This design comes from an exercise in tuning for small area, a short achievable clock period and few clock cycles per item on the open sky130 flow, not from production work.
In this exercise RTL edits were held to simulation tests only and were not proved equivalent to the original.

`design.v`:
```
`default_nettype none
package cpu_pkg;
    typedef enum logic [2:0] {
        ph_boot    = 3'd0,
        ph_fetch   = 3'd1,
        ph_operand = 3'd2,
        ph_execute = 3'd3,
        ph_halt    = 3'd4
    } phase_t;
    typedef enum logic [3:0] {
        op_mov  = 4'h0,
        op_add  = 4'h1,
        op_sub  = 4'h2,
        op_mul  = 4'h3,
        op_div  = 4'h4,
        op_in   = 4'h7,
        op_out  = 4'h8,
        op_stop = 4'hf
    } opcode_t;
endpackage
`default_nettype wire
`timescale 1ns/1ns
`default_nettype none
module cpu_top
(
    input  wire         clk,
    input  wire         rst_n,
    input  wire  [15:0] mem,
    input  wire  [15:0] in,
    output logic        we,
    output logic [5:0]  addr,
    output logic [15:0] data,
    output logic [15:0] out,
    output logic [5:0]  pc,
    output logic        status
);
    localparam logic [3:0] T_NONE  = 4'd0;
    localparam logic [3:0] T_INSTR = 4'd1;   
    localparam logic [3:0] T_VY    = 4'd2;   
    localparam logic [3:0] T_VZ    = 4'd3;   
    localparam logic [3:0] T_DST   = 4'd4;   
    localparam logic [3:0] T_SHOW  = 4'd5;   
    localparam logic [3:0] T_PY    = 4'd6;   
    localparam logic [3:0] T_PZ    = 4'd7;   
    localparam logic [3:0] T_PS    = 4'd8;   
    localparam logic [3:0] T_FY    = 4'd9;   
    localparam logic [3:0] T_FX    = 4'd10;  
    localparam logic [1:0] CU_NONE = 2'd0;
    localparam logic [1:0] CU_ADD  = 2'd1;
    localparam logic [1:0] CU_MUL  = 2'd2;
    localparam logic [1:0] CU_DIV  = 2'd3;
    logic [3:0]  itag;       
    logic [3:0]  mtag;       
    logic [15:0] ir;
    logic [15:0] ra, rb, rc;
    logic [5:0]  dest;
    logic        pend_x, pend_y, pend_z;
    logic        show_m, stop_m;
    logic        fetched;
    logic        wpend, rdy, dest_rdy;
    logic        need_y, need_z;
    logic [1:0]  cu;
    logic        sub_q, ycap_a;
    logic        dphase, cb;
    logic [3:0]  dk;
    logic        fy_use, fy_ptr, fx_use, fx_ptr;    
    logic        st1, st_in, st_mul, st_div;        
    assign data = ra;
    logic        stale, start;
    logic [15:0] ci;
    assign stale = we && (mtag == T_INSTR) && (addr + 6'd1 == pc);
    assign start = (mtag == T_INSTR) && !status && !stale;
    assign ci    = mem;
    logic [3:0] op;
    assign op = ci[15:12];
    logic d_mov, d_add, d_sub, d_mul, d_div, d_in, d_out, d_stop, d_alu, d_yop, d_wr;
    assign d_mov  = (op == 4'h0);
    assign d_add  = (op == 4'h1);
    assign d_sub  = (op == 4'h2);
    assign d_mul  = (op == 4'h3);
    assign d_div  = (op == 4'h4);
    assign d_in   = (op == 4'h7);
    assign d_out  = (op == 4'h8);
    assign d_stop = (op == 4'hf);
    assign d_alu  = d_add | d_sub | d_mul | d_div;
    assign d_yop  = d_mov | d_alu;
    assign d_wr   = d_yop | d_in;
    logic [3:0] mt;
    always_comb begin
        case (mtag)
            T_FY:    mt = fy_use ? (fy_ptr ? T_PY : T_VY) : T_NONE;
            T_FX:    mt = fx_use ? (fx_ptr ? T_PS : T_SHOW) : T_NONE;
            default: mt = mtag;
        endcase
    end
    logic deref;
    assign deref = (mt == T_PY) || (mt == T_PZ) || (mt == T_PS);
    logic       sel_x, sel_y, sel_z;
    logic [3:0] fld;
    logic [3:0] rtag;
    always_comb begin
        sel_x = 1'b0;
        sel_y = 1'b0;
        sel_z = 1'b0;
        if (stop_m) begin
            if (pend_x)      sel_x = 1'b1;
            else if (pend_y) sel_y = 1'b1;
            else             sel_z = 1'b1;
        end else begin
            if (pend_z)      sel_z = 1'b1;
            else             sel_x = 1'b1;
        end
        fld = sel_x ? ir[11:8] : (sel_y ? ir[7:4] : ir[3:0]);
        if (show_m)     rtag = fld[3] ? T_PS : T_SHOW;
        else if (sel_z) rtag = fld[3] ? T_PZ : T_VZ;
        else            rtag = T_DST;
    end
    logic any_pend, rd_ok, f_ok;
    assign any_pend = pend_x | pend_y | pend_z;
    logic cu_act;
    assign cu_act = (cu != CU_NONE) && !need_y && !need_z && !rdy;
    logic b_zero, b_two, b_neg;
    assign b_zero = (ra[1:0] == 2'b00 && !cb) || (ra[1:0] == 2'b11 && cb);
    assign b_two  = (ra[1:0] == 2'b01 && cb) || (ra[1:0] == 2'b10 && !cb);
    assign b_neg  = ra[1] && !(ra[0] && cb);
    logic [15:0] m_op;
    logic        inv;
    always_comb begin
        if (cu == CU_MUL) begin
            m_op = b_zero ? 16'd0 : (b_two ? {rb[14:0], 1'b0} : rb);
            inv  = b_neg;
        end else begin
            m_op = rb;
            inv  = sub_q;
        end
    end
    logic [16:0] sum;
    assign sum = {1'b0, rc} + {1'b0, inv ? ~m_op : m_op} + {16'd0, inv};
    logic ge;
    assign ge = sum[16];
    logic b_is0, dstep, cu_done;
    assign b_is0 = (rb == 16'd0);
    assign dstep = dphase || !(ge && !rb[15]);
    always_comb begin
        case (cu)
            CU_ADD:  cu_done = 1'b1;
            CU_MUL:  cu_done = (dk == 4'd7);
            CU_DIV:  cu_done = b_is0 || (dstep && dk == 4'd0);
            default: cu_done = 1'b0;
        endcase
    end
    logic done_now;
    assign done_now = (cu_act && cu_done) || ((mt == T_VY) && (cu == CU_NONE));
    logic [3:0] it;
    always_comb begin
        case (itag)
            T_FY:    it = fy_use ? (fy_ptr ? T_PY : T_VY) : T_NONE;
            T_FX:    it = fx_use ? (fx_ptr ? T_PS : T_SHOW) : T_NONE;
            default: it = itag;
        endcase
    end
    logic it_ptr;
    assign it_ptr = (it == T_PY) || (it == T_PZ) || (it == T_PS);
    logic rdy_n1, dest_n1, wr_n1;
    always_comb begin
        rdy_n1 = rdy || done_now;
        case (cu)
            CU_NONE: if (it == T_VY) rdy_n1 = 1'b1;
            CU_ADD:  if (!rdy && (!need_y || mt == T_VY) && (!need_z || mt == T_VZ))
                         rdy_n1 = 1'b1;
            CU_MUL:  if (cu_act && dk == 4'd6) rdy_n1 = 1'b1;
            CU_DIV:  if (cu_act && !b_is0 && dstep && dk == 4'd1) rdy_n1 = 1'b1;
            default: ;
        endcase
    end
    assign dest_n1 = dest_rdy || (mt == T_DST) || (it == T_DST);
    assign wr_n1   = !wpend || (rdy_n1 && dest_n1 && !it_ptr);
    assign rd_ok = !start && !deref && any_pend &&
                   !(stop_m && ((mt == T_PS) || (itag == T_PS) || (itag == T_FX)));
    assign f_ok  = !start && !deref && !any_pend && !fetched && !stop_m && wr_n1;
    logic w_ok;
    assign w_ok = !start && !deref && !rd_ok && !f_ok && wpend &&
                  (rdy || done_now) && (dest_rdy || (mt == T_DST));
    logic halt;
    assign halt = !start && stop_m && !any_pend && (mt != T_PS) && (itag == T_NONE);
    always_ff @(posedge clk or negedge rst_n) begin
        if (!rst_n) begin
            addr   <= 6'd8;
            pc     <= 6'd9;
            we     <= 1'b0;
            itag   <= T_NONE;
            mtag   <= T_INSTR;
            status <= 1'b0;
            out    <= 16'd0;
            wpend  <= 1'b0;
        end else if (!status) begin
            mtag <= itag;
            we   <= 1'b0;
            itag <= T_NONE;
            if (mt == T_SHOW) out <= mem;
            if (stale) begin
                itag <= T_INSTR;
            end else if (start) begin
                wpend <= d_wr;
                addr  <= {3'd0, ci[15] ? ci[10:8] : ci[6:4]};
                itag  <= ci[15] ? T_FX : T_FY;
            end else if (deref) begin
                addr <= mem[5:0];
                itag <= (mt == T_PY) ? T_VY : (mt == T_PZ) ? T_VZ : T_SHOW;
            end else if (rd_ok) begin
                addr <= {3'd0, fld[2:0]};
                itag <= rtag;
            end else if (f_ok) begin
                addr <= pc;
                pc   <= pc + 6'd1;
                itag <= T_INSTR;
            end else if (w_ok) begin
                addr  <= (mt == T_DST) ? mem[5:0] : dest;
                we    <= 1'b1;
                wpend <= 1'b0;
            end
            if (halt) status <= 1'b1;
        end
    end
    always_ff @(posedge clk) begin
        if (!status) begin
            if (mt == T_VY) need_y <= 1'b0;
            if (mt == T_VZ) need_z <= 1'b0;
            if (mt == T_DST) dest_rdy <= 1'b1;
            if ((mt == T_VY) && (cu == CU_NONE)) rdy <= 1'b1;
            if (rd_ok) begin
                if (sel_x) pend_x <= 1'b0;
                if (sel_y) pend_y <= 1'b0;
                if (sel_z) pend_z <= 1'b0;
            end
            if (f_ok) fetched <= 1'b1;
            if (cu_act) begin
                if (cu_done) rdy <= 1'b1;
                if (cu == CU_MUL) begin
                    cb <= ra[1];
                    dk <= dk + 4'd1;
                end
                if (cu == CU_DIV && !b_is0) begin
                    if (!dstep) begin
                        dk <= dk + 4'd1;
                    end else if (dk != 4'd0) begin
                        dk     <= dk - 4'd1;
                        dphase <= 1'b1;
                    end
                end
            end
            st1    <= start;
            st_in  <= d_in;
            st_mul <= d_mul;
            st_div <= d_div;
            if (start) begin
                fy_use   <= d_yop;
                fy_ptr   <= ci[7];
                fx_use   <= d_out | (d_stop & (ci[10:8] != 3'd0));
                fx_ptr   <= ci[11];
                pend_x   <= (d_wr & ci[11]);
                pend_y   <= d_stop & (ci[6:4] != 3'd0);
                pend_z   <= d_stop ? (ci[2:0] != 3'd0) : d_alu;
                show_m   <= d_out | d_stop;
                stop_m   <= d_stop;
                fetched  <= 1'b0;
                rdy      <= d_in;
                dest_rdy <= !ci[11];
                need_y   <= d_yop;
                need_z   <= d_alu;
                cu       <= (d_add | d_sub) ? CU_ADD : d_mul ? CU_MUL :
                            d_div ? CU_DIV : CU_NONE;
                sub_q    <= d_sub | d_div;
                ycap_a   <= d_mov | d_mul;
                dphase   <= 1'b0;
                dk       <= 4'd0;
                cb       <= 1'b0;
            end
        end
    end
    always_ff @(posedge clk) begin
        if (mtag == T_INSTR) ir <= mem;
        if (start) dest <= {3'd0, ci[10:8]};
        if (mt == T_DST) dest <= mem[5:0];
        if (mt == T_VY) begin
            if (ycap_a) ra <= mem;
            else rc <= mem;
        end
        if (mt == T_VZ) rb <= mem;
        if (cu_act) begin
            case (cu)
                CU_ADD: ra <= sum[15:0];
                CU_MUL: begin
                    ra <= {sum[1:0], ra[15:2]};
                    rc <= {2'b00, sum[15:2]};
                end
                CU_DIV: begin
                    if (!b_is0) begin
                        if (!dstep) begin
                            rb <= {rb[14:0], 1'b0};
                        end else begin
                            if (ge) rc <= sum[15:0];
                            ra <= {ra[14:0], ge};
                            if (dk != 4'd0) rb <= {1'b0, rb[15:1]};
                        end
                    end
                end
                default: ;
            endcase
        end
        if (st1 && st_in) ra <= in;
        if (st1 && st_mul) rc <= 16'd0;
        if (st1 && st_div) ra <= 16'd0;
    end
endmodule
`default_nettype wire
```
`flow/run.sh`:
```
#!/bin/bash
# The standard layout (the standard.sh, unchanged synthesis and steps),
# with plain buf_2 cells as the port buffers instead of the cell that
# buffer_ports picks by default (a clock delay buffer).
set -euo pipefail
export BUFFER_PORTS_ARGS="-buffer_cell sky130_fd_sc_hd__buf_2"
bash standard.sh > standard_sh.log 2>&1
```
`standard.sh`:
```
#!/bin/bash
# synth_recipe.tcl (not shown) runs the flow's synth.tcl, then flattens the netlist and writes it again
# the make line also repeats each setting of config.mk as NAME=value (left out here)
make -C /OpenROAD-flow-scripts/flow DESIGN_CONFIG=/design/flow/config.mk WORK_HOME=/design/flow/orfs CLKGATE_MAP_FILE= SYNTH_SCRIPT=/design/flow/synth_recipe.tcl "${@:-finish}"
```
`config.mk`:
```
export PLATFORM = sky130hd
export DESIGN_NAME = cpu_top
export DESIGN_NICKNAME = cpu_top
export VERILOG_FILES = /design/flow/design.v
export SDC_FILE = /design/flow/constraint.sdc
export NUM_CORES = 4
export LEC_CHECK = 0
export ABC_AREA = 1
export CAP_MARGIN = 20
export CORE_MARGIN = 2
export CORE_UTILIZATION = 40
export SLEW_MARGIN = 20
```
`constraint.sdc`:
```
create_clock -name core_clock -period 36.0 [get_ports {clk}]
set_input_delay 7.2000 -clock core_clock [delete_from_list [all_inputs] [get_ports {clk}]]
set_output_delay 7.2000 -clock core_clock [all_outputs]
set_load 0.01 [all_outputs]
```
==> parameters.txt, run 1 <==
Parameter                              Value

Yosys
  Avg Cell Area, Syn ... 7.19 um2
  Net count after synthesis ... 1313
  #FFs+latches synth ... ~130
  Synthesized instance count ... 1257
  Cell type contributing the most total cell area after synthesis ... edfxtp_1
  Most used DFF post-synth ... dfxtp_1
  Synth async-reset ratio ... 0.293
  Area of the mapped netlist ... 9040 um2
  Count of flip-flops with a built-in enable after synthesis ... 46
  Fraction of post-synthesis cell area in the top cell type by area ... 0.153
  Synth cell types ... 58
  Warnings from Yosys ... 1
  Largest cells by area after synthesis ... edfxtp_1, nand2_1, o21ai_0, dfxtp_1, dfrtp_1
  Sequential fraction of the synthesis area ... 0.368

Timing
  Final worst path period need ... about 8.4 ns
  Measured slew at the worst slew-check pin ... 0.955 ns
  Slew Viols, Final ... 0
  Crit share post-route ... 0.234
  Clock skew after layout ... 0.0113 ns
  Unrepaired setup endpoints after global routing ... false
  WHS ... 0.486 ns
  Fmax ... ~0.12 GHz
  Total Negative Setup Slacks ... 0 ns
  Slew margin rel. ... 0.364
  # setup viols final ... 0
  Final setup margin ... 27.59 ns
  Endpoints failing hold ... 0

Clock tree
  Resized cells post-CTS ... 0
  Root buf cell ... clkbuf_16
  Worst-path clk slew ... 0.07 ns
  Number of buffers created by CTS ... 17
  Maximum root-to-sink buffer count ... 2
  Clock tree from TritonCTS ... built
  Hold-fix buffers at CTS ... 0
  Clock latency of the later-clocked register in the worst-skew pair ... 0.43 ns
  Clock sink count ... 133
  Number of levels the H-tree was split into ... 4
  Setup repair bufs after CTS ... 0

Outcome
  Result of the run ... complete, no violations

Placement
  Number of buffer cells added on primary ports ... 79
  Cell area after placement ... a little under 10000 um2
  Placed wire-length estimate ... about 22 mm
  Gp weighted congestion ... 0.877
  Dpl ws ... roughly 27 ns

Layout
  Layout net count ... 1371
  Layout Cell Area excl Fill ... between 10000 and 15000 um2
  Final standard cell utilization of the core ... 0.457
  Ratio of cells with drive above 1 in the final layout ... 0.147
  P&R area growth vs syn ... 13.5%
  Antenna cell count ... 0

Floorplanning
  Number of top-level design ports ... 80
  Initial core utilization ... 0.403
  Total core area ... 22400 um2
  Die area ... 23800 um2
  Number of core rows ... 55
  DIE WIDTH ... about 150 um
  Vertical die dimension ... between 150 and 200 um

GRT
  Total grt overflow ... 0
  GRT Total Usage ... 0.245
  Via count of the first global-routing pass ... between 8000 and 9000
  Global-route wire length before repair ... 45.2 mm
  Number of antenna violations at the first check in global routing ... 0
  Largest net degree at the start of global routing ... 40

Drt
  Post-DR wirelength/cell ... ~18 um
  Via total after detailed routing ... 8836
  Pre-antenna DRT Iters ... 5
  Post-detailed-route count of antenna-violating nets ... 0
  Number of design rule violations left after detail routing ... 0
  Initial DRC count ... 737
  Total wire length ... just under 30 mm
  Avg Vias per Cell ... 5.48

Critical path
  Critical path fanouts, max ... 20
  Arrival time reported for the critical path endpoint ... between 1 and 1.5 ns
  Kind of end point of the critical path ... output pin
  Critical setup path kind ... reg2out
  Endpoint required time on the critical path ... 28.80 ns
  Startpoint kind of the worst setup timing path ... flop

Worst hold path
  Worst Hold Class ... reg2reg

Flow run
  Max-cap violations ... 0
metrics by stage:
| stage | instances |
|---|---|
| 2_1_floorplan | 1257 |
| 3_3_place_gp | 1580 |
| 3_5_place_dp | 1580 |
| 4_1_cts | 1612 |
| 5_1_grt | 1613 |
| 6_report | 1613 |
state kept, by name (all words and copies together), names as in the netlist, 6 cells and up:
signal / count
ra: 16
ir: 12
rc: 16
rb: 16
addr: 6
out: 16
pc: 6
dest: 6
worst max-delay path: stages (launching register included):
cell and delay, ns:
dfrtp_1 0.33, buf_4 0.26, buf_2 0.18
path summary, 6_finish.rpt:
path                            to    start  cells past startpoint  slack (ns)
max in group asynchronous  addr[4]    rst_n                      1       28.49
hold reg to reg            out[11]  out[11]                      2        0.49
setup / recovery            status   status                      2       27.59
hold / removal             out[11]  out[11]                      2        0.49
min in group asynchronous  mtag[3]    rst_n                      1        6.91
setup reg to reg            rc[10]    cu[0]                     24       30.67
cell type report:
| cell class | count | area [um2] |
|---|---|---|
| inverters | 145 | 554 |
| fillers | 2369 | 12200 |
| well taps | 285 | 357 |
| multi-input cells | 931 | 4970 |
| clock buffers | 17 | 425 |
| repair buffers | 87 | 475 |
| clock inverters | 15 | 158 |
| flip-flops and latches | 133 | 3320 |
metal layers:
layer  GRT usage  part of all wire  routed length (um)
met1       0.324              0.44               13000
met3      0.0328             0.054                1600
met4      0.0961             0.033                 975
met5           0                 0                   0
met2       0.407              0.47               13900
synth_stat cells, types with 12 or more instances:
library cell and count:
dfxtp_1 48, a21oi_1 116, xnor2_1 13, o221ai_1 13, dfrtp_1 35, nor2_1 72
o21ai_1 14, nand3_1 49, nand2_1 285, ha_1 21, clkbuf_1 37, edfxtp_1 46
o21ai_0 195, inv_2 12, inv_1 129, xor2_1 31
cell usage in the layout, fill, tap and decap left out, types with 14 or more instances in the layout:
master       n
nand3_1     49
dfxtp_1     48
ha_1        21
dfrtp_1     35
xor2_1      31
a21oi_1    116
o21ai_0    195
nand2_1    285
inv_1      129
nor2_1      72
clkbuf_16   17
edfxtp_1    46
buf_2       79
o21ai_1     14
cells by family after synthesis:
group | after synthesis | synth area share
fa+ha+maj | 22 | 0.0313
xor+xnor | 44 | 0.0426
simple gates | 475 | 0.238
compound gates | 390 | 0.237
flops | 133 | 0.368
buf+inv | 193 | 0.0832
Testbench counts, summed over its fixed seeds: cycles 32,064, instrs 5,006.
==> inputs of run 2 (changes only) <==
--- a/design.v
+++ b/design.v
@@ -51,7 +51,7 @@
     localparam logic [1:0] CU_DIV  = 2'd3;
     logic [3:0]  itag;       
     logic [3:0]  mtag;       
-    logic [15:0] ir;
+    logic [7:0]  ir;         
     logic [15:0] ra, rb, rc;
     logic [5:0]  dest;
     logic        pend_x, pend_y, pend_z;
@@ -60,11 +60,11 @@
     logic        wpend, rdy, dest_rdy;
     logic        need_y, need_z;
     logic [1:0]  cu;
-    logic        sub_q, ycap_a;
+    logic        sub_q;
     logic        dphase, cb;
     logic [3:0]  dk;
-    logic        fy_use, fy_ptr, fx_use, fx_ptr;    
-    logic        st1, st_in, st_mul, st_div;        
+    logic        fy_ptr, fx_use, fx_ptr;    
+    logic        st1;                       
     assign data = ra;
     logic        stale, start;
     logic [15:0] ci;
@@ -88,7 +88,7 @@
     logic [3:0] mt;
     always_comb begin
         case (mtag)
-            T_FY:    mt = fy_use ? (fy_ptr ? T_PY : T_VY) : T_NONE;
+            T_FY:    mt = need_y ? (fy_ptr ? T_PY : T_VY) : T_NONE;
             T_FX:    mt = fx_use ? (fx_ptr ? T_PS : T_SHOW) : T_NONE;
             default: mt = mtag;
         endcase
@@ -110,7 +110,7 @@
             if (pend_z)      sel_z = 1'b1;
             else             sel_x = 1'b1;
         end
-        fld = sel_x ? ir[11:8] : (sel_y ? ir[7:4] : ir[3:0]);
+        fld = sel_x ? {1'b0, dest[2:0]} : (sel_y ? ir[7:4] : ir[3:0]);
         if (show_m)     rtag = fld[3] ? T_PS : T_SHOW;
         else if (sel_z) rtag = fld[3] ? T_PZ : T_VZ;
         else            rtag = T_DST;
@@ -119,23 +119,35 @@
     assign any_pend = pend_x | pend_y | pend_z;
     logic cu_act;
     assign cu_act = (cu != CU_NONE) && !need_y && !need_z && !rdy;
-    logic b_zero, b_two, b_neg;
-    assign b_zero = (ra[1:0] == 2'b00 && !cb) || (ra[1:0] == 2'b11 && cb);
-    assign b_two  = (ra[1:0] == 2'b01 && cb) || (ra[1:0] == 2'b10 && !cb);
-    assign b_neg  = ra[1] && !(ra[0] && cb);
-    logic [15:0] m_op;
-    logic        inv;
+    function automatic [17:0] booth_pp(input [2:0] b, input [15:0] m);
+        logic zero, two, neg;
+        logic [15:0] p;
+        zero = (b == 3'b000) || (b == 3'b111);
+        two  = (b == 3'b011) || (b == 3'b100);
+        neg  = b[2] && !(b[1] && b[0]);
+        p    = zero ? 16'd0 : (two ? {m[14:0], 1'b0} : m);
+        booth_pp = {1'b0, neg, neg ? ~p : p};
+    endfunction
+    logic [17:0] pp0, pp1;
+    assign pp0 = booth_pp({ra[1:0], cb}, rb);
+    assign pp1 = booth_pp(ra[3:1], rb);
+    logic [15:0] t0, t1;
+    logic        n0, n1;
     always_comb begin
         if (cu == CU_MUL) begin
-            m_op = b_zero ? 16'd0 : (b_two ? {rb[14:0], 1'b0} : rb);
-            inv  = b_neg;
+            t0 = pp0[15:0];
+            n0 = pp0[16];
+            t1 = {pp1[13:0], 2'b00};
+            n1 = pp1[16];
         end else begin
-            m_op = rb;
-            inv  = sub_q;
+            t0 = sub_q ? ~rb : rb;
+            n0 = sub_q;
+            t1 = 16'd0;
+            n1 = 1'b0;
         end
     end
     logic [16:0] sum;
-    assign sum = {1'b0, rc} + {1'b0, inv ? ~m_op : m_op} + {16'd0, inv};
+    assign sum = {1'b0, rc} + {1'b0, t0} + {1'b0, t1} + {16'd0, n0} + {14'd0, n1, 2'b00};
     logic ge;
     assign ge = sum[16];
     logic b_is0, dstep, cu_done;
@@ -144,7 +156,7 @@
     always_comb begin
         case (cu)
             CU_ADD:  cu_done = 1'b1;
-            CU_MUL:  cu_done = (dk == 4'd7);
+            CU_MUL:  cu_done = (dk == 4'd3);
             CU_DIV:  cu_done = b_is0 || (dstep && dk == 4'd0);
             default: cu_done = 1'b0;
         endcase
@@ -154,7 +166,7 @@
     logic [3:0] it;
     always_comb begin
         case (itag)
-            T_FY:    it = fy_use ? (fy_ptr ? T_PY : T_VY) : T_NONE;
+            T_FY:    it = need_y ? (fy_ptr ? T_PY : T_VY) : T_NONE;
             T_FX:    it = fx_use ? (fx_ptr ? T_PS : T_SHOW) : T_NONE;
             default: it = itag;
         endcase
@@ -168,7 +180,7 @@
             CU_NONE: if (it == T_VY) rdy_n1 = 1'b1;
             CU_ADD:  if (!rdy && (!need_y || mt == T_VY) && (!need_z || mt == T_VZ))
                          rdy_n1 = 1'b1;
-            CU_MUL:  if (cu_act && dk == 4'd6) rdy_n1 = 1'b1;
+            CU_MUL:  if (cu_act && dk == 4'd2) rdy_n1 = 1'b1;
             CU_DIV:  if (cu_act && !b_is0 && dstep && dk == 4'd1) rdy_n1 = 1'b1;
             default: ;
         endcase
@@ -237,7 +249,7 @@
             if (cu_act) begin
                 if (cu_done) rdy <= 1'b1;
                 if (cu == CU_MUL) begin
-                    cb <= ra[1];
+                    cb <= ra[3];
                     dk <= dk + 4'd1;
                 end
                 if (cu == CU_DIV && !b_is0) begin
@@ -250,11 +262,7 @@
                 end
             end
             st1    <= start;
-            st_in  <= d_in;
-            st_mul <= d_mul;
-            st_div <= d_div;
             if (start) begin
-                fy_use   <= d_yop;
                 fy_ptr   <= ci[7];
                 fx_use   <= d_out | (d_stop & (ci[10:8] != 3'd0));
                 fx_ptr   <= ci[11];
@@ -271,7 +279,6 @@
                 cu       <= (d_add | d_sub) ? CU_ADD : d_mul ? CU_MUL :
                             d_div ? CU_DIV : CU_NONE;
                 sub_q    <= d_sub | d_div;
-                ycap_a   <= d_mov | d_mul;
                 dphase   <= 1'b0;
                 dk       <= 4'd0;
                 cb       <= 1'b0;
@@ -279,11 +286,11 @@
         end
     end
     always_ff @(posedge clk) begin
-        if (mtag == T_INSTR) ir <= mem;
+        if (mtag == T_INSTR) ir <= mem[7:0];
         if (start) dest <= {3'd0, ci[10:8]};
         if (mt == T_DST) dest <= mem[5:0];
         if (mt == T_VY) begin
-            if (ycap_a) ra <= mem;
+            if (cu == CU_NONE || cu == CU_MUL) ra <= mem;
             else rc <= mem;
         end
         if (mt == T_VZ) rb <= mem;
@@ -291,8 +298,8 @@
             case (cu)
                 CU_ADD: ra <= sum[15:0];
                 CU_MUL: begin
-                    ra <= {sum[1:0], ra[15:2]};
-                    rc <= {2'b00, sum[15:2]};
+                    ra <= {sum[3:0], ra[15:4]};
+                    rc <= {4'd0, sum[15:4]};
                 end
                 CU_DIV: begin
                     if (!b_is0) begin
@@ -308,9 +315,9 @@
                 default: ;
             endcase
         end
-        if (st1 && st_in) ra <= in;
-        if (st1 && st_mul) rc <= 16'd0;
-        if (st1 && st_div) ra <= 16'd0;
+        if (st1 && rdy) ra <= in;              
+        if (st1 && cu == CU_MUL) rc <= 16'd0;
+        if (st1 && cu == CU_DIV) ra <= 16'd0;
     end
 endmodule
 `default_nettype wire
==> run 2 against run 1 <==
Against the previous run: clock-buffer cell count up 2; clock skew up 0.0028 ns; register-to-register slack worse by 1.4 ns; final cell count up 8.7%; first-iteration DRC count up 21%; maximum frequency down 0.48%; die area up 7.0%; setup slack worse by 0.041 ns.
==> parameters.txt, run 2 <==
Parameter                              Value

Outcome
  Result of the run ... complete, no violations

GRT
  Met3 usage in global routing ... 0.0496 (+0.0168)
  Global route hottest layer ... met2
  Largest net degree at the start of global routing ... 72 (+80%)
  Global-route wire length before repair ... 50.6 mm (+12%)
  Total grt overflow ... 0 (unchanged)
  Via count of the first global-routing pass ... 9198 (+14%)
  Routing usage on met2 ... 0.401 (-0.00555)
  Met1 global-route usage ... 0.328 (+0.00397)
  GRT Total Usage ... 0.252 (+0.00705)
  Number of antenna violations at the first check in global routing ... 2 (+2)

Yosys
  Area of the mapped netlist ... 9690 um2 (+7.2%)
  Most used DFF post-synth ... dfxtp_1
  Avg Cell Area, Syn ... 7.04 um2 (-2.1%)
  Cell type contributing the most total cell area after synthesis ... o21ai_0
  Synth async-reset ratio ... 0.315 (+0.0213)
  Sequential fraction of the synthesis area ... 0.315 (-0.0526)
  Net count after synthesis ... 1462 (+11%)
  Largest cells by area after synthesis ... o21ai_0, edfxtp_1, nand2_1, dfxtp_1, dfrtp_1
  Warnings from Yosys ... 1 (unchanged)
  #FFs+latches synth ... 124 (-6.8%)
  Synth cell types ... 58 (unchanged)
  Synthesized instance count ... 1376 (+9.5%)
  Ranking of synthesized cells by instance count ... nand2_1, o21ai_0, inv_1
  Fraction of post-synthesis cell area in the top cell type by area ... 0.115 (-0.0376)
  Most repeated cell in the gate-level netlist after synthesis ... nand2_1
  Count of flip-flops with a built-in enable after synthesis ... 37 (-20%)

Layout
  Final standard cell utilization of the core ... 0.464 (+0.00695)
  Ratio of cells with drive above 1 in the final layout ... 0.132 (-0.0150)
  P&R area growth vs syn ... 13.1%
  Antenna cell count ... 0 (unchanged)
  Leading cell type in the layout, fill and taps excluded ... nand2_1
  Layout net count ... 1507 (+9.9%)
  Number of filler cells placed in the layout ... 2501 (+5.6%)
  Commonest cells after routing, fill and taps aside ... nand2_1, o21ai_0, inv_1

Drt
  Initial DRC count ... 893 (+21%)
  Avg Vias per Cell ... 5.58 (+1.8%)
  Via total after detailed routing ... 9773 (+11%)
  Number of design rule violations left after detail routing ... 0 (unchanged)
  Post-detailed-route count of antenna-violating nets ... 0 (unchanged)
  Pre-antenna DRT Iters ... 6 (+1)
  Post-DR wirelength/cell ... 18.4 um (+0.37%)
  Total wire length ... 32.2 mm (+9.1%)

Critical path
  Kind of end point of the critical path ... output pin
  Delay-heaviest family, CP ... flip-flops
  Critical path's largest stage delay ... 0.64 ns (+0.31 ns)
  Worst Path Buf+Inv ... 1 (-1)
  Endpoint required time on the critical path ... 28.80 ns (about the same)
  Slowest CP cell ... dfstp_2
  Arrival time reported for the critical path endpoint ... 1.25 ns (+0.04 ns)
  Startpoint of the lowest-slack register-to-register path ... cu[0]
  Worst setup path startpoint ... pc[0]
  Critical path fanouts, max ... 8 (-60%)
  Critical setup path kind ... reg2out
  Startpoint kind of the worst setup timing path ... flop
  Sequence of cells on the critical path ... buf_2

Clock tree
  Clock latency of the later-clocked register in the worst-skew pair ... 0.44 ns (about the same)
  Worst-path clk slew ... 0.06 ns (about the same)
  Resized cells post-CTS ... 0 (unchanged)
  Root buf cell ... clkbuf_16
  Hold-fix buffers at CTS ... 0 (unchanged)
  Setup repair bufs after CTS ... 0 (unchanged)
  Number of buffers created by CTS ... 17 (unchanged)
  Clock tree from TritonCTS ... built
  Clock sink count ... 124 (-6.8%)
  Number of levels the H-tree was split into ... 4 (unchanged)
  Maximum root-to-sink buffer count ... 2 (unchanged)

Placement
  Number of buffer cells added on primary ports ... 79 (unchanged)
  Gp weighted congestion ... 0.919 (+4.8%)
  Placed wire-length estimate ... 23.8 mm (+10%)

Timing
  Clock skew after layout ... 0.0142 ns (+0.00282 ns)
  Endpoints failing hold ... 0 (unchanged)
  Total Negative Setup Slacks ... 0 ns (unchanged)
  Fmax ... 0.118 GHz (-0.48%)
  Slew margin rel. ... 0.344 (-0.0192)
  WHS ... 0.482 ns (-0.00439 ns)
  Final worst path period need ... 8.45 ns (+0.0408 ns)
  # setup viols final ... 0 (unchanged)
  Unrepaired setup endpoints after global routing ... false
  Measured slew at the worst slew-check pin ... 0.980 ns (+0.0252 ns)
  Slew Viols, Final ... 0 (unchanged)
  Crit share post-route ... 0.235 (+0.00113)

Floorplanning
  DIE WIDTH ... 160 um (+3.5%)
  Die area ... 25500 um2 (+7.0%)
  Initial core utilization ... 0.411 (+0.00749)
  Total core area ... 23600 um2 (+5.3%)
  Number of core rows ... 56 (+1.8%)
  Number of top-level design ports ... 80 (unchanged)
  Vertical die dimension ... 160 um (+3.5%)

Worst hold path
  Worst Hold Class ... reg2reg
  Critical hold path startpoint ... out[12]

Flow run
  Max-cap violations ... 0 (unchanged)
run 2: cell count changes after synthesis, sizes merged, moves of 16 or more:
cell    before  now
fa           1   17
o21ai      214  233
o211ai       9   29
nand3       54   37
inv        143  165
nor2        86  125
a21oi      118   93
run 2: path summary, 6_finish.rpt:
path | to | slack, ns | cells after the start
max | pc[0] | 27.55 | 1
min in group asynchronous | mtag[3] | 6.89 | 1
min reg2reg | out[12] | 0.48 | 2
min | out[12] | 0.48 | 2
max in group asynchronous | out[14] | 28.54 | 1
max reg2reg | ra[12] | 29.25 | 27
run 2: cell type report:
| type | count | area, um2 | area share |
|---|---|---|---|
| Sequential cell | 124 | 3050 | 0.279 |
| Inverter | 168 | 634 | 0.0579 |
| Tap cell | 319 | 399 | 0.0364 |
| Clock buffer | 19 | 454 | 0.0414 |
| Timing Repair Buffer | 86 | 452 | 0.0412 |
| Clock inverter | 13 | 203 | 0.0185 |
| Multi-Input combinational cell | 1024 | 5770 | 0.526 |
run 2: logic make-up (layout without fill, tap and decap cells):
kind of cell               Yosys count  count (layout)  share of synthesized area
and+or+nand+nor                    505             505                      0.230
AOI/OAI and AO/OA                  440             440                      0.259
buffers and inverters              228             286                     0.0914
DFF                                124             124                      0.315
adders and majority gates           52              52                     0.0803
xor gates and xnor gates            27              27                     0.0244
run 2: stage by stage:
stage | worst slack [ns] | instance area [um2] | instances
2_1_floorplan | 27.91 | 9690 | 1376
6_report | 27.55 | 11000 | 1753
3_5_place_dp | 27.52 | 10300 | 1721
4_1_cts | 27.55 | 11000 | 1753
3_3_place_gp | 27.58 | 10300 | 1720
5_1_grt | 27.53 | 11000 | 1753
run 2: per-layer routing:
metal,share of wire,wire [um],vias to the layer above
met1,0.42,13600,4561
li1,-,-,4768
met3,0.074,2370,76
met2,0.46,14900,366
met4,0.041,1310,2
met5,0.00022,7,-
Testbench counts of run 2, summed over its fixed seeds: cycles 29,060, instrs 5,006.
==> inputs of run 3 (changes only) <==
--- a/design.v
+++ b/design.v
@@ -67,9 +67,10 @@
     logic        st1;                       
     assign data = ra;
     logic        stale, start;
+    logic        stale_q;       
     logic [15:0] ci;
-    assign stale = we && (mtag == T_INSTR) && (addr + 6'd1 == pc);
-    assign start = (mtag == T_INSTR) && !status && !stale;
+    assign stale = we && (mtag == T_INSTR) && stale_q;
+    assign start = (mtag == T_INSTR) && !stale;
     assign ci    = mem;
     logic [3:0] op;
     assign op = ci[15:12];
@@ -193,6 +194,8 @@
     logic w_ok;
     assign w_ok = !start && !deref && !rd_ok && !f_ok && wpend &&
                   (rdy || done_now) && (dest_rdy || (mt == T_DST));
+    logic [5:0] w_addr;
+    assign w_addr = (mt == T_DST) ? mem[5:0] : dest;
     logic halt;
     assign halt = !start && stop_m && !any_pend && (mt != T_PS) && (itag == T_NONE);
     always_ff @(posedge clk or negedge rst_n) begin
@@ -205,7 +208,7 @@
             status <= 1'b0;
             out    <= 16'd0;
             wpend  <= 1'b0;
-        end else if (!status) begin
+        end else begin
             mtag <= itag;
             we   <= 1'b0;
             itag <= T_NONE;
@@ -227,7 +230,7 @@
                 pc   <= pc + 6'd1;
                 itag <= T_INSTR;
             end else if (w_ok) begin
-                addr  <= (mt == T_DST) ? mem[5:0] : dest;
+                addr  <= w_addr;
                 we    <= 1'b1;
                 wpend <= 1'b0;
             end
@@ -235,7 +238,7 @@
         end
     end
     always_ff @(posedge clk) begin
-        if (!status) begin
+        begin
             if (mt == T_VY) need_y <= 1'b0;
             if (mt == T_VZ) need_z <= 1'b0;
             if (mt == T_DST) dest_rdy <= 1'b1;
@@ -246,6 +249,7 @@
                 if (sel_z) pend_z <= 1'b0;
             end
             if (f_ok) fetched <= 1'b1;
+            stale_q <= (w_addr == addr);
             if (cu_act) begin
                 if (cu_done) rdy <= 1'b1;
                 if (cu == CU_MUL) begin
==> run 3 against run 2 <==
Against the previous run: final cell count shrank 6.2%; critical endpoint is now data[1]; design area is 4.8% lower; via count down 5.9%; clock-buffer cell count down 1; largest cell class unchanged; clock skew fell by 0.0019 ns; register-to-register slack better by 0.08 ns; utilization shrank 0.46 points.
==> parameters.txt, run 3 <==
Parameter                              Value

Outcome
  Result of the run ... complete, no violations

Drt
  Post-DR wirelength/cell ... 18.8 um (+2.6%)
  Pre-antenna DRT Iters ... 5 (-1)
  Via total after detailed routing ... 9194 (-5.9%)
  Post-detailed-route count of antenna-violating nets ... 0 (unchanged)
  Initial DRC count ... 809 (-9.4%)
  Avg Vias per Cell ... 5.59 (+0.31%)
  Total wire length ... 31.0 mm (-3.7%)
  Number of design rule violations left after detail routing ... 0 (unchanged)

Floorplanning
  Vertical die dimension ... 156 um (-2.1%)
  Die area ... 24400 um2 (-4.2%)
  Total core area ... 22700 um2 (-3.8%)
  Number of core rows ... 55 (-1.8%)
  Initial core utilization ... 0.408 (-0.00202)
  Number of top-level design ports ... 80 (unchanged)
  DIE WIDTH ... 156 um (-2.1%)

Critical path
  Critical setup path kind ... reg2out
  Critical path's largest stage delay ... 0.55 ns (-0.09 ns)
  Worst reg2reg path endpoint ... pc[1]
  Kind of end point of the critical path ... output pin
  Delay-heaviest family, CP ... flip-flops
  Worst setup path startpoint ... ra[1]
  Arrival time reported for the critical path endpoint ... 1.19 ns (-0.06 ns)
  Register-to-Register Path Depth ... 33 (+22%)
  Sequence of cells on the critical path ... buf_2
  Startpoint kind of the worst setup timing path ... flop
  Startpoint of the lowest-slack register-to-register path ... cu[0]
  Slowest CP cell ... dfxtp_1
  Critical path fanouts, max ... 9 (+1)
  Setup slack of the most critical reg-to-reg path ... 29.33 ns (+0.08 ns)
  Endpoint required time on the critical path ... 28.80 ns (about the same)
  Worst Path Buf+Inv ... 1 (unchanged)

Worst hold path
  Worst Hold Class ... reg2reg
  Capture endpoint of the worst hold path ... mtag[3]
  Depth of the worst hold-timing path ... 0 (-2)
  Critical hold path startpoint ... itag[3]

Yosys
  Cell type contributing the most total cell area after synthesis ... dfxtp_1
  Warnings from Yosys ... 1 (unchanged)
  Most used DFF post-synth ... dfxtp_1
  Fraction of post-synthesis cell area in the top cell type by area ... 0.125 (+0.0100)
  #FFs+latches synth ... 125 (+0.81%)
  Ranking of synthesized cells by instance count ... nand2_1, o21ai_0, inv_1
  Largest cells by area after synthesis ... dfxtp_1, o21ai_0, nand2_1, dfrtp_1, edfxtp_1
  Net count after synthesis ... 1376 (-5.9%)
  Avg Cell Area, Syn ... 7.19 um2 (+2.0%)
  Count of flip-flops with a built-in enable after synthesis ... 28 (-24%)
  Most repeated cell in the gate-level netlist after synthesis ... nand2_1
  Synthesized instance count ... 1291 (-6.2%)
  Sequential fraction of the synthesis area ... 0.322 (+0.00659)
  Area of the mapped netlist ... 9280 um2 (-4.3%)
  Synth cell types ... 61 (+5.2%)
  Synth async-reset ratio ... 0.312 (-0.00252)

Clock tree
  Clock sink count ... 125 (+0.81%)
  Worst-path clk slew ... 0.06 ns (about the same)
  Maximum root-to-sink buffer count ... 2 (unchanged)
  Number of buffers created by CTS ... 17 (unchanged)
  Clock tree from TritonCTS ... built
  Setup repair bufs after CTS ... 0 (unchanged)
  Clock latency of the later-clocked register in the worst-skew pair ... 0.43 ns (about the same)
  Number of levels the H-tree was split into ... 4 (unchanged)
  Hold-fix buffers at CTS ... 0 (unchanged)
  Root buf cell ... clkbuf_16
  Resized cells post-CTS ... 0 (unchanged)

Timing
  WHS ... 0.388 ns (-0.0940 ns)
  # setup viols final ... 0 (unchanged)
  Slew margin rel. ... 0.283 (-0.0611)
  Crit share post-route ... 0.233 (-0.00149)
  Final worst path period need ... 8.39 ns (-0.0536 ns)
  Total Negative Setup Slacks ... 0 ns (unchanged)
  Final setup margin ... 27.61 ns (+0.0536 ns)
  Endpoints failing hold ... 0 (unchanged)
  Slew Viols, Final ... 0 (unchanged)
  Unrepaired setup endpoints after global routing ... false
  Clock skew after layout ... 0.0122 ns (-0.00193 ns)
  Fmax ... 0.119 GHz (+0.64%)
  Measured slew at the worst slew-check pin ... 1.07 ns (+0.0941 ns)

Placement
  Gp weighted congestion ... 0.937 (+2.0%)
  Total placed cells including tap cells ... 1612 (-6.3%)
  Placed wire-length estimate ... 23.1 mm (-2.9%)
  Number of buffer cells added on primary ports ... 79 (unchanged)
  Dpl ws ... 27.51 ns (-0.00470 ns)
  Cell area after placement ... 9870 um2 (-4.1%)

GRT
  Largest net degree at the start of global routing ... 76 (+5.6%)
  Global-route wire length before repair ... 48.5 mm (-4.0%)
  Total grt overflow ... 0 (unchanged)
  Number of antenna violations at the first check in global routing ... 0 (-2)
  GRT Total Usage ... 0.258 (+0.00617)
  Via count of the first global-routing pass ... 8567 (-6.9%)

Layout
  P&R area growth vs syn ... 12.5%
  Commonest cells after routing, fill and taps aside ... nand2_1, o21ai_0, inv_1
  Post-layout instance count excluding filler cells ... 1644 (-6.2%)
  Layout net count ... 1431 (-5.0%)
  Layout Cell Area excl Fill ... 10400 um2 (-4.8%)
  Antenna cell count ... 0 (unchanged)
  Ratio of cells with drive above 1 in the final layout ... 0.135 (+0.00286)
  Leading cell type in the layout, fill and taps excluded ... nand2_1

Flow run
  Max-cap violations ... 0 (unchanged)
==> run 3: how the worst max path moves through the flow <==
stage	endpoint	slack (ns)	depth (start not counted)
final	data[1]	27.61	1
after detailed placement	ra[15]	27.51	9
after global routing	data[1]	27.59	1
after floorplan	pend_z	27.91	4
after CTS	data[1]	27.59	1
after global placement	stale_q	27.55	7
==> run 3: kinds of logic (layout without fill, tap and decap cells) <==
kind of cell / Yosys count / count (layout) / share of synthesized area
flip-flops: 125 / 125 / 0.322
AND/OR/NAND/NOR: 450 / 450 / 0.214
multiplexers: 10 / 10 / 0.0120
adder cells (fa/ha/maj): 51 / 51 / 0.0825
buffers and inverters: 218 / 286 / 0.0908
XOR/XNOR: 26 / 26 / 0.0245
AO/OA/AOI/OAI: 411 / 411 / 0.255
==> run 3: final cells by class <==
type	instances	area, um2
tap	285	357
clock buffer	18	429
clock inverter	14	135
multi-input combinational	948	5460
sequential	125	2980
inverter	169	636
timing repair buffer	85	440
fill	2365	12300
==> run 3: per-layer routing <==
layer / GRT usage / wire length (um)
met5: 0 / 0
met4: 0.0944 / 990
met2: 0.411 / 14200
met1: 0.356 / 13800
met3: 0.0371 / 1960
==> run 3: stage by stage <==
stage               utilization
floorplan                     -
global placement          0.435
detailed placement        0.435
CTS                       0.460
global route              0.460
finish                    0.460
Testbench counts of run 3, summed over its fixed seeds: cycles 29,060, instrs 5,006.
==> inputs of run 4 (changes only) <==
--- a/design.v
+++ b/design.v
@@ -189,7 +189,7 @@
     assign dest_n1 = dest_rdy || (mt == T_DST) || (it == T_DST);
     assign wr_n1   = !wpend || (rdy_n1 && dest_n1 && !it_ptr);
     assign rd_ok = !start && !deref && any_pend &&
-                   !(stop_m && ((mt == T_PS) || (itag == T_PS) || (itag == T_FX)));
+                   !(stop_m && (it == T_PS));
     assign f_ok  = !start && !deref && !any_pend && !fetched && !stop_m && wr_n1;
     logic w_ok;
     assign w_ok = !start && !deref && !rd_ok && !f_ok && wpend &&
==> flow/run.sh (replaced) <==
#!/bin/bash
# The standard layout (the standard.sh: unchanged synthesis and steps)
# with two choices of cells:
#  - port buffers: plain buf_2 instead of the clock delay buffer that
#    buffer_ports picks by default;
#  - clock tree: clkbuf_8 buffers at the leaves (clkbuf_16 at the root) and
#    no dummy loads, instead of clkbuf_16 everywhere.
set -euo pipefail
export BUFFER_PORTS_ARGS="-buffer_cell sky130_fd_sc_hd__buf_2"
export CTS_ARGS="-sink_clustering_enable -repair_clock_nets -dont_use_dummy_load -buf_list sky130_fd_sc_hd__clkbuf_8 -root_buf sky130_fd_sc_hd__clkbuf_16"
bash standard.sh > standard_sh.log 2>&1
==> run 4 against run 3 <==
Against the previous run: still clean; area after synthesis up 1.7%; sequential share of layout area up 0.28 points; via count up 1.4%; sequential cell count unchanged; highest routed layer unchanged.
==> parameters.txt, run 4 <==
Parameter                              Value

Clock tree
  Number of levels the H-tree was split into ... 4 (unchanged)
  Hold-fix buffers at CTS ... 0 (unchanged)
  Clock sink count ... 125 (unchanged)
  Resized cells post-CTS ... 0 (unchanged)
  Clock tree from TritonCTS ... built
  Number of buffers created by CTS ... 17 (unchanged)
  Clock latency of the later-clocked register in the worst-skew pair ... 0.38 ns (-0.05 ns)
  Root buf cell ... clkbuf_16
  Maximum root-to-sink buffer count ... 2 (unchanged)
  Worst-path clk slew ... 0.07 ns (about the same)
  Setup repair bufs after CTS ... 0 (unchanged)

Timing
  Measured slew at the worst slew-check pin ... 1.06 ns (-0.0107 ns)
  Clock skew after layout ... 0.0314 ns (+0.0192 ns)
  Slew margin rel. ... 0.289 (+0.00530)
  Fmax ... 0.119 GHz (+0.13%)
  WHS ... 0.433 ns (+0.0454 ns)
  Endpoints failing hold ... 0 (unchanged)
  # setup viols final ... 0 (unchanged)
  Total Negative Setup Slacks ... 0 ns (unchanged)
  Unrepaired setup endpoints after global routing ... false
  Crit share post-route ... 0.233 (-0.000311)
  Final setup margin ... 27.62 ns (+0.0112 ns)
  Slew Viols, Final ... 0 (unchanged)
  Final worst path period need ... 8.38 ns (-0.0112 ns)

Layout
  Layout net count ... 1449 (+1.3%)
  Leading cell type in the layout, fill and taps excluded ... nand2_1
  Ratio of cells with drive above 1 in the final layout ... 0.128 (-0.00617)
  P&R area growth vs syn ... 9.56%
  Commonest cells after routing, fill and taps aside ... nand2_1, o21ai_0, inv_1
  Post-layout instance count excluding filler cells ... 1681 (+2.3%)
  Antenna cell count ... 0 (unchanged)

Worst hold path
  Worst Hold Class ... reg2reg
  Depth of the worst hold-timing path ... 0 (unchanged)
  Critical hold path startpoint ... itag[0]
  Capture endpoint of the worst hold path ... mtag[0]

Yosys
  Area of the mapped netlist ... 9430 um2 (+1.7%)
  Most used DFF post-synth ... dfxtp_1
  Synth cell types ... 66 (+8.2%)
  Most repeated cell in the gate-level netlist after synthesis ... nand2_1
  Sequential fraction of the synthesis area ... 0.316 (-0.00537)
  Cell type contributing the most total cell area after synthesis ... dfxtp_1
  Net count after synthesis ... 1396 (+1.5%)
  Count of flip-flops with a built-in enable after synthesis ... 28 (unchanged)
  Largest cells by area after synthesis ... dfxtp_1, nand2_1, dfrtp_1, edfxtp_1, o21ai_0
  Fraction of post-synthesis cell area in the top cell type by area ... 0.123 (-0.00209)
  Warnings from Yosys ... 1 (unchanged)
  Synth async-reset ratio ... 0.312 (unchanged)
  #FFs+latches synth ... 125 (unchanged)
  Synthesized instance count ... 1311 (+1.5%)
  Avg Cell Area, Syn ... 7.20 um2 (+0.15%)
  Ranking of synthesized cells by instance count ... nand2_1, o21ai_0, inv_1

Critical path
  Setup slack of the most critical reg-to-reg path ... 28.81 ns (-0.52 ns)
  Kind of end point of the critical path ... output pin
  Startpoint kind of the worst setup timing path ... flop
  Startpoint of the lowest-slack register-to-register path ... cu[0]
  Sequence of cells on the critical path ... buf_2
  Critical path fanouts, max ... 9 (unchanged)
  Worst reg2reg path endpoint ... rb[14]
  Slowest CP cell ... dfxtp_1
  Worst Path Buf+Inv ... 1 (unchanged)
  Arrival time reported for the critical path endpoint ... 1.18 ns (about the same)
  Critical setup path kind ... reg2out
  Delay-heaviest family, CP ... flip-flops
  Register-to-Register Path Depth ... 26 (-21%)
  Critical path's largest stage delay ... 0.59 ns (+0.04 ns)
  Endpoint required time on the critical path ... 28.80 ns (about the same)

Floorplanning
  Number of core rows ... 56 (+1.8%)
  Initial core utilization ... 0.404 (-0.00415)
  Total core area ... 23300 um2 (+2.7%)
  DIE WIDTH ... 158 um (+0.83%)
  Die area ... 24800 um2 (+1.7%)
  Vertical die dimension ... 158 um (+0.83%)
  Number of top-level design ports ... 80 (unchanged)

Drt
  Total wire length ... 31.6 mm (+1.9%)
  Post-DR wirelength/cell ... 18.8 um (-0.36%)
  Number of design rule violations left after detail routing ... 0 (unchanged)
  Initial DRC count ... 923 (+14%)
  Via total after detailed routing ... 9322 (+1.4%)
  Post-detailed-route count of antenna-violating nets ... 0 (unchanged)
  Avg Vias per Cell ... 5.55 (-0.84%)
  Pre-antenna DRT Iters ... 6 (+1)

Flow run
  Max-cap violations ... 0 (unchanged)

GRT
  Number of antenna violations at the first check in global routing ... 0 (unchanged)
  Via count of the first global-routing pass ... 8576 (+0.11%)
  Global-route wire length before repair ... 49.0 mm (+0.93%)
  GRT Total Usage ... 0.258 (+0.000496)
  Largest net degree at the start of global routing ... 60 (-21%)
  Total grt overflow ... 0 (unchanged)

Placement
  Number of buffer cells added on primary ports ... 79 (unchanged)
  Total placed cells including tap cells ... 1664 (+3.2%)
  Placed wire-length estimate ... 23.7 mm (+2.5%)
  Dpl ws ... 27.41 ns (-0.0984 ns)
  Gp weighted congestion ... 0.962 (+2.6%)

Outcome
  Result of the run ... complete, no violations
==> run 4: worst max-delay path by stage <==
stage,slack (ns),to,from,depth (start not counted)
2_1_floorplan,27.90,pend_z,mem[15],4
3_3_place_gp,27.52,pend_y,mem[15],5
3_5_place_dp,27.41,pend_y,mem[15],5
4_1_cts,27.62,data[1],ra[1],1
5_1_grt,27.57,data[1],ra[1],1
6_report,27.62,data[1],ra[1],1
==> run 4: logic make-up after synthesis <==
group | synth area share
buf+inv | 0.0847
flops | 0.316
xor+xnor | 0.0241
compound gates | 0.243
mux | 0.0137
simple gates | 0.237
fa+ha+maj | 0.0812
==> run 4: worst reg2reg max path, cell delays in order (launching register included) <==
cell and delay, ns:
edfxtp_1 0.59, nor2_4 0.44, buf_4 0.50, nor2_1 0.17, a21oi_1 0.40, a21oi_1 0.07
o21ai_0 0.14, o21ai_0 0.14, fa_1 0.52, fa_1 0.41, inv_1 0.07, ha_1 0.20
inv_1 0.08, fa_1 0.45, inv_1 0.10, nand2_1 0.08, nand3_1 0.14, nand2_1 0.10
nand3_1 0.14, nand3_2 0.33, buf_4 0.36, nand2_1 0.09, nand2_1 0.06, nor2_1 0.32
clkinv_1 0.69, o211ai_1 0.30, o221ai_1 0.16
==> run 4: layout make-up <==
cell class                      instances  area (um2)
Sequential cell                       125        2980
Tap cell                              319         399
Fill cell                            2458       13000
Inverter                              155         592
Multi-Input combinational cell        978        5660
Timing Repair Buffer                   87         455
Clock buffer                           17         245
==> run 4: stage by stage <==
| stage | area [um2] | utilization |
|---|---|---|
| floorplan | 9430 | - |
| global placement | 10100 | 0.432 |
| detailed placement | 10100 | 0.432 |
| CTS | 10300 | 0.443 |
| global route | 10300 | 0.443 |
| finish | 10300 | 0.443 |
==> run 4: per-layer routing <==
layer	track usage	wire length, um	up-vias
met1	0.368	14500	4318
met3	0.0383	2070	65
li1	-	-	4555
met5	0	0	-
met2	0.402	14100	384
met4	0.0840	911	0
Testbench counts of run 4, summed over its fixed seeds: cycles 28,922, instrs 5,006.
==> inputs of run 5 (changes only) <==
--- a/config.mk
+++ b/config.mk
@@ -8,5 +8,5 @@
 export ABC_AREA = 1
 export CAP_MARGIN = 20
 export CORE_MARGIN = 2
-export CORE_UTILIZATION = 40
+export CORE_UTILIZATION = 70
 export SLEW_MARGIN = 20
==> run 5 against run 4 <==
Against the previous run: global-route usage rose by 15 points; clock-buffer cell count unchanged; still clean on timing, DRC and antenna; design area decreased by 1.9%; synthesized cell count unchanged; highest routed layer unchanged; critical path depth unchanged; sequential cell count is the same; final cell count shrank 8.7%; routed wire length down 7.4%; register-to-register slack got worse by 0.33 ns.
==> parameters.txt, run 5 <==
Parameter                              Value

Clock tree
  Resized cells post-CTS ... 0 (unchanged)
  Number of levels the H-tree was split into ... 4 (unchanged)
  Hold-fix buffers at CTS ... 0 (unchanged)
  Setup repair bufs after CTS ... 0 (unchanged)
  Clock tree from TritonCTS ... built
  Worst-path clk slew ... 0.07 ns (about the same)
  Maximum root-to-sink buffer count ... 2 (unchanged)
  Clock latency of the later-clocked register in the worst-skew pair ... 0.37 ns (about the same)
  Clock sink count ... 125 (unchanged)
  Number of buffers created by CTS ... 17 (unchanged)
  Root buf cell ... clkbuf_16

Drt
  Initial DRC count ... 1493 (+62%)
  Pre-antenna DRT Iters ... 6 (unchanged)
  Avg Vias per Cell ... 6.33 (+14%)
  Post-DR wirelength/cell ... 19.0 um (+1.4%)
  Via total after detailed routing ... 9720 (+4.3%)
  Number of design rule violations left after detail routing ... 0 (unchanged)
  Total wire length ... 29.2 mm (-7.4%)
  Post-detailed-route count of antenna-violating nets ... 0 (unchanged)

Worst hold path
  Critical hold path startpoint ... itag[3]
  Depth of the worst hold-timing path ... 0 (unchanged)
  Capture endpoint of the worst hold path ... mtag[3]
  Worst Hold Class ... reg2reg

Layout
  Combined flip-flop and latch cell area ... 2980 um2 (unchanged)
  Layout net count ... 1446 (-0.21%)
  Layout Cell Area excl Fill ... 10100 um2 (-1.9%)
  Final standard cell utilization of the core ... 0.769 (+0.326)
  Area of the multi-input gates ... 5670 um2 (+0.13%)
  Antenna cell count ... 0 (unchanged)
  P&R area growth vs syn ... 7.51%
  Number of filler cells placed in the layout ... 1055 (-57%)
  Leading cell type in the layout, fill and taps excluded ... nand2_1
  Ratio of cells with drive above 1 in the final layout ... 0.127 (-0.00119)
  Commonest cells after routing, fill and taps aside ... nand2_1, o21ai_0, inv_1

Critical path
  Kind of end point of the critical path ... output pin
  Critical setup path kind ... reg2out
  Setup slack of the most critical reg-to-reg path ... 28.48 ns (-0.33 ns)
  Endpoint required time on the critical path ... 28.80 ns (about the same)
  Arrival time reported for the critical path endpoint ... 1.16 ns (-0.02 ns)
  Critical path's largest stage delay ... 0.57 ns (-0.02 ns)
  Delay-heaviest family, CP ... flip-flops
  Startpoint of the lowest-slack register-to-register path ... cu[0]
  Worst reg2reg path endpoint ... rc[11]
  Slowest CP cell ... dfxtp_1
  Worst Path Buf+Inv ... 1 (unchanged)
  Sequence of cells on the critical path ... buf_2
  Register-to-Register Path Depth ... 28 (+7.7%)
  Startpoint kind of the worst setup timing path ... flop
  Critical path fanouts, max ... 9 (unchanged)

Timing
  # setup viols final ... 0 (unchanged)
  Measured slew at the worst slew-check pin ... 1.15 ns (+0.0872 ns)
  Slew Viols, Final ... 0 (unchanged)
  WHS ... 0.405 ns (-0.0287 ns)
  Fmax ... 0.120 GHz (+0.31%)
  Unrepaired setup endpoints after global routing ... false
  Total Negative Setup Slacks ... 0 ns (unchanged)
  Final worst path period need ... 8.36 ns (-0.0262 ns)
  Endpoints failing hold ... 0 (unchanged)
  Crit share post-route ... 0.232 (-0.000728)
  Slew margin rel. ... 0.230 (-0.0584)
  Clock skew after layout ... 0.0212 ns (-0.0102 ns)

Yosys
  Area share of and/or/nand/nor cells after synthesis ... 0.237 (unchanged)
  #FFs+latches synth ... 125 (unchanged)
  Fraction of post-synthesis cell area in the top cell type by area ... 0.123 (unchanged)
  Dominant combinational cell family by area after synthesis ... compound AO/OA/AOI/OAI gates
  Synth async-reset ratio ... 0.312 (unchanged)
  Most repeated cell in the gate-level netlist after synthesis ... nand2_1
  Synthesized instance count ... 1311 (unchanged)
  Sequential fraction of the synthesis area ... 0.316 (unchanged)
  Net count after synthesis ... 1396 (unchanged)
  Cell type contributing the most total cell area after synthesis ... dfxtp_1
  Ranking of synthesized cells by instance count ... nand2_1, o21ai_0, inv_1
  Warnings from Yosys ... 1 (unchanged)
  Area share of xor/xnor cells in the synthesized design ... 0.0241 (unchanged)
  Post-Synth Adder-Cell Area ... 0.0812 (unchanged)
  Count of flip-flops with a built-in enable after synthesis ... 28 (unchanged)
  Largest cells by area after synthesis ... dfxtp_1, nand2_1, dfrtp_1, edfxtp_1, o21ai_0
  Area of the mapped netlist ... 9430 um2 (unchanged)
  Most used DFF post-synth ... dfxtp_1
  Compound-Gate Fraction of Synth Area ... 0.243 (unchanged)
  Post-synthesis mux area share ... 0.0137 (unchanged)
  Avg Cell Area, Syn ... 7.20 um2 (unchanged)
  Synth cell types ... 66 (unchanged)

GRT
  Number of antenna violations at the first check in global routing ... 0 (unchanged)
  Largest net degree at the start of global routing ... 59 (-1.7%)
  Global-route wire length before repair ... 45.5 mm (-7.1%)
  GRT Total Usage ... 0.410 (+0.152)
  Total grt overflow ... 0 (unchanged)
  Via count of the first global-routing pass ... 8571 (-0.058%)

Floorplanning
  DIE WIDTH ... 120 um (-24%)
  Die area ... 14400 um2 (-42%)
  Number of core rows ... 42 (-25%)
  Vertical die dimension ... 120 um (-24%)
  Initial core utilization ... 0.715 (+0.311)
  Number of top-level design ports ... 80 (unchanged)
  Total core area ... 13200 um2 (-43%)

Placement
  Gp weighted congestion ... 1.02 (+6.0%)
  Cell area after placement ... 9890 um2 (-2.0%)
  Placed wire-length estimate ... 21.9 mm (-7.7%)
  Number of buffer cells added on primary ports ... 79 (unchanged)

Flow run
  Max-cap violations ... 0 (unchanged)

Outcome
  Result of the run ... complete, no violations
[run 5: cells by family after synthesis]
family / count (synthesis)
AOI/OAI and AO/OA: 391
DFF: 125
muxes: 12
buffers and inverters: 208
adders and majority gates: 51
and+or+nand+nor: 498
xor gates and xnor gates: 26
[run 5: worst max path at each step]
stage / startpoint / end / slack [ns] / cells after the start
6_report: ra[1] / data[1] / 27.64 / 1
5_1_grt: ra[1] / data[1] / 27.63 / 1
4_1_cts: ra[1] / data[1] / 27.68 / 1
3_5_place_dp: mem[15] / pend_y / 27.54 / 5
3_3_place_gp: mem[15] / pend_y / 27.62 / 5
2_1_floorplan: mem[15] / pend_z / 27.90 / 4
[run 5: area by class of cell]
class,instances,area share
clock buffers,17,0.0242
inverters,155,0.0584
multi-input cells,978,0.559
flip-flops and latches,125,0.294
well taps,176,0.0217
repair buffers,84,0.0427
[run 5: metrics by stage]
stage          instances  setup slack [ns]
3_5_place_dp        1518             27.54
3_3_place_gp        1518             27.62
2_1_floorplan       1311             27.90
6_report            1535             27.64
4_1_cts             1535             27.68
5_1_grt             1535             27.63
[run 5: layer usage]
metal	global-route usage	vias to the layer above	wire length [um]
met4	0.160	0	1190
li1	-	4540	-
met1	0.587	4397	11700
met3	0.123	110	4070
met2	0.583	673	12200
met5	0	-	0
[run 5: worst reg2reg max path: cells and delay by family (launching register included)]
kind,cells,cell delay (ns)
AND/OR/NAND/NOR,12,2.97
flip-flops,1,0.58
AO/OA/AOI/OAI,5,1.25
buffers and inverters,7,1.07
adder cells (fa/ha/maj),4,1.64
==> inputs of run 6 (changes only) <==
--- a/config.mk
+++ b/config.mk
@@ -8,5 +8,5 @@
 export ABC_AREA = 1
 export CAP_MARGIN = 20
 export CORE_MARGIN = 2
-export CORE_UTILIZATION = 70
+export CORE_UTILIZATION = 80
 export SLEW_MARGIN = 20
==> run 6 against run 5 <==
Against the previous run: sequential cell count unchanged; register-to-register slack got worse by 0.05 ns; hold slack got worse by 0.00071 ns; clock skew increased by 0.0067 ns; synthesized cell count unchanged; critical path depth unchanged; die area decreased by 12%; first-iteration DRC count increased by 35%; largest cell class unchanged; non-clock buffer count increased by 1; maximum frequency increased by 0.32%.
==> parameters.txt, run 6 <==
Parameter                              Value

Critical path
  Endpoint required time on the critical path ... 28.80 ns (about the same)
  Setup slack of the most critical reg-to-reg path ... 28.43 ns (-0.05 ns)
  Kind of end point of the critical path ... output pin
  Slowest CP cell ... dfxtp_1
  Arrival time reported for the critical path endpoint ... 1.13 ns (-0.03 ns)
  Worst reg2reg path endpoint ... rb[14]
  Worst Path Buf+Inv ... 1 (unchanged)
  Startpoint of the lowest-slack register-to-register path ... cu[0]
  Critical path's largest stage delay ... 0.56 ns (about the same)
  Startpoint kind of the worst setup timing path ... flop

Clock tree
  Setup repair bufs after CTS ... 0 (unchanged)
  Clock tree from TritonCTS ... built
  Hold-fix buffers at CTS ... 0 (unchanged)
  Maximum root-to-sink buffer count ... 2 (unchanged)
  Clock latency of the later-clocked register in the worst-skew pair ... 0.38 ns (about the same)
  Number of buffers created by CTS ... 17 (unchanged)

Yosys
  Post-synthesis mux area share ... 0.0137 (unchanged)
  Ranking of synthesized cells by instance count ... nand2_1, o21ai_0, inv_1
  Most repeated cell in the gate-level netlist after synthesis ... nand2_1
  Area share of and/or/nand/nor cells after synthesis ... 0.237 (unchanged)
  Cell type contributing the most total cell area after synthesis ... dfxtp_1
  Area share of xor/xnor cells in the synthesized design ... 0.0241 (unchanged)
  Post-Synth Adder-Cell Area ... 0.0812 (unchanged)
  Net count after synthesis ... 1396 (unchanged)
  Fraction of post-synthesis cell area in the top cell type by area ... 0.123 (unchanged)

Floorplanning
  DIE WIDTH ... 113 um (-6.2%)
  Number of top-level design ports ... 80 (unchanged)
  Die area ... 12700 um2 (-12%)
  Vertical die dimension ... 113 um (-6.2%)

GRT
  Global route hottest layer ... met2
  Total grt overflow ... 0 (unchanged)
  Via count of the first global-routing pass ... 9631 (+12%)
  Met3 usage in global routing ... 0.183 (+0.0599)

Layout
  Ratio of cells with drive above 1 in the final layout ... 0.127 (about the same)
  Antenna cell count ... 0 (unchanged)
  Layout net count ... 1447 (+0.069%)
  Commonest cells after routing, fill and taps aside ... nand2_1, o21ai_0, inv_1

Drt
  Post-DR wirelength/cell ... 21.0 um (+10%)
  Post-detailed-route count of antenna-violating nets ... 0 (unchanged)

Timing
  # setup viols final ... 0 (unchanged)
  Crit share post-route ... 0.231 (-0.000742)
  Final worst path period need ... 8.33 ns (-0.0267 ns)

Worst hold path
  Worst Hold Class ... reg2reg
  Depth of the worst hold-timing path ... 0 (unchanged)

Outcome
  Result of the run ... complete, no violations

Placement
  Placed wire-length estimate ... 23.0 mm (+5.0%)
[run 6: per-layer routing]
| metal | part of all wire | vias to the layer above |
|---|---|---|
| li1 | - | 4541 |
| met1 | 0.35 | 4612 |
| met2 | 0.42 | 1019 |
| met3 | 0.17 | 247 |
| met4 | 0.065 | 2 |
| met5 | 0.0014 | - |
[run 6: through the flow]
stage | instance area (um2) | setup WS [ns] | std cells | hold slack (ns)
floorplan | 9430 | 27.90 | 1311 | 0.374
global placement | 9860 | 27.65 | 1486 | 0.380
detailed placement | 9860 | 27.53 | 1486 | 0.390
CTS | 10100 | 27.73 | 1503 | 0.403
global route | 10100 | 27.59 | 1503 | 0.417
finish | 10100 | 27.67 | 1503 | 0.404
[run 6: how the worst min path moves through the flow]
| stage | start | to | slack, ns |
|---|---|---|---|
| after CTS | itag[3] | mtag[3] | 0.40 |
| after detailed placement | itag[3] | mtag[3] | 0.39 |
| final | itag[3] | mtag[3] | 0.40 |
| after floorplan | itag[3] | mtag[3] | 0.37 |
| after global routing | itag[3] | mtag[3] | 0.42 |
| after global placement | itag[3] | mtag[3] | 0.38 |
[run 6: kinds of logic (layout without fill, tap and decap cells)]
logic type / Yosys count / in the layout
AO/OA/AOI/OAI: 391 / 391
XOR/XNOR: 26 / 26
adder cells (fa/ha/maj): 51 / 51
buffers and inverters: 208 / 257
flip-flops: 125 / 125
multiplexers: 12 / 12
AND/OR/NAND/NOR: 498 / 498
[run 6: layout make-up]
class | instances | area [um2] | share of cell area
Sequential cell | 125 | 2980 | 0.295
Tap cell | 143 | 179 | 0.0177
Timing Repair Buffer | 85 | 440 | 0.0436
Clock buffer | 17 | 245 | 0.0243
Inverter | 155 | 592 | 0.0586
Multi-Input combinational cell | 978 | 5670 | 0.561

[afterwards: timing with drivers on the ports]
No port has a modelled driver above. Below, the same layouts with a new extraction and two added sets of constraints. Step 1: set_driving_cell puts a clkbuf_16 on clk and a buf_2 on each other input, an assumption about the parent block. Step 2 moves the port delays by t, midway between the first and last clock arrival at a register: inputs arrive t later, outputs are due t later. That takes back most of the time a late clock gives input paths. Three values: ideal ports, drivers, drivers and shift; two values: the first two.
| run | t, ns | setup WS [ns] | hold WS [ns] | worst setup path after step 2 | pins driven straight from the clock port |
|---|---|---|---|---|---|
| run 1 | 0.477 | 27.593 / 27.546 / 27.427 | 0.486 / 0.486 / 0.486 | input to register | 1 |
| run 2 | 0.482 | 27.553 / 27.503 / 27.514 | 0.482 / 0.482 / 0.482 | input to register | 1 |
| run 3 | 0.476 | 27.606 / 27.555 / 27.441 | 0.388 / 0.388 / 0.388 | input to register | 1 |
| run 4 | 0.409 | 27.617 / 27.570 / 27.341 | 0.433 / 0.433 / 0.433 | input to register | 1 |
| run 5 | 0.406 | 27.644 / 27.600 / 27.504 | 0.405 / 0.405 / 0.405 | input to register | 1 |
| run 6 | 0.409 | 27.670 / 27.623 / 27.341 | 0.404 / 0.404 / 0.404 | input to register | 1 |
After both steps every run listed still meets setup and hold. The setup slack of run 6, which loses most, moves by -0.047 ns with the drivers and by -0.329 ns with both steps.
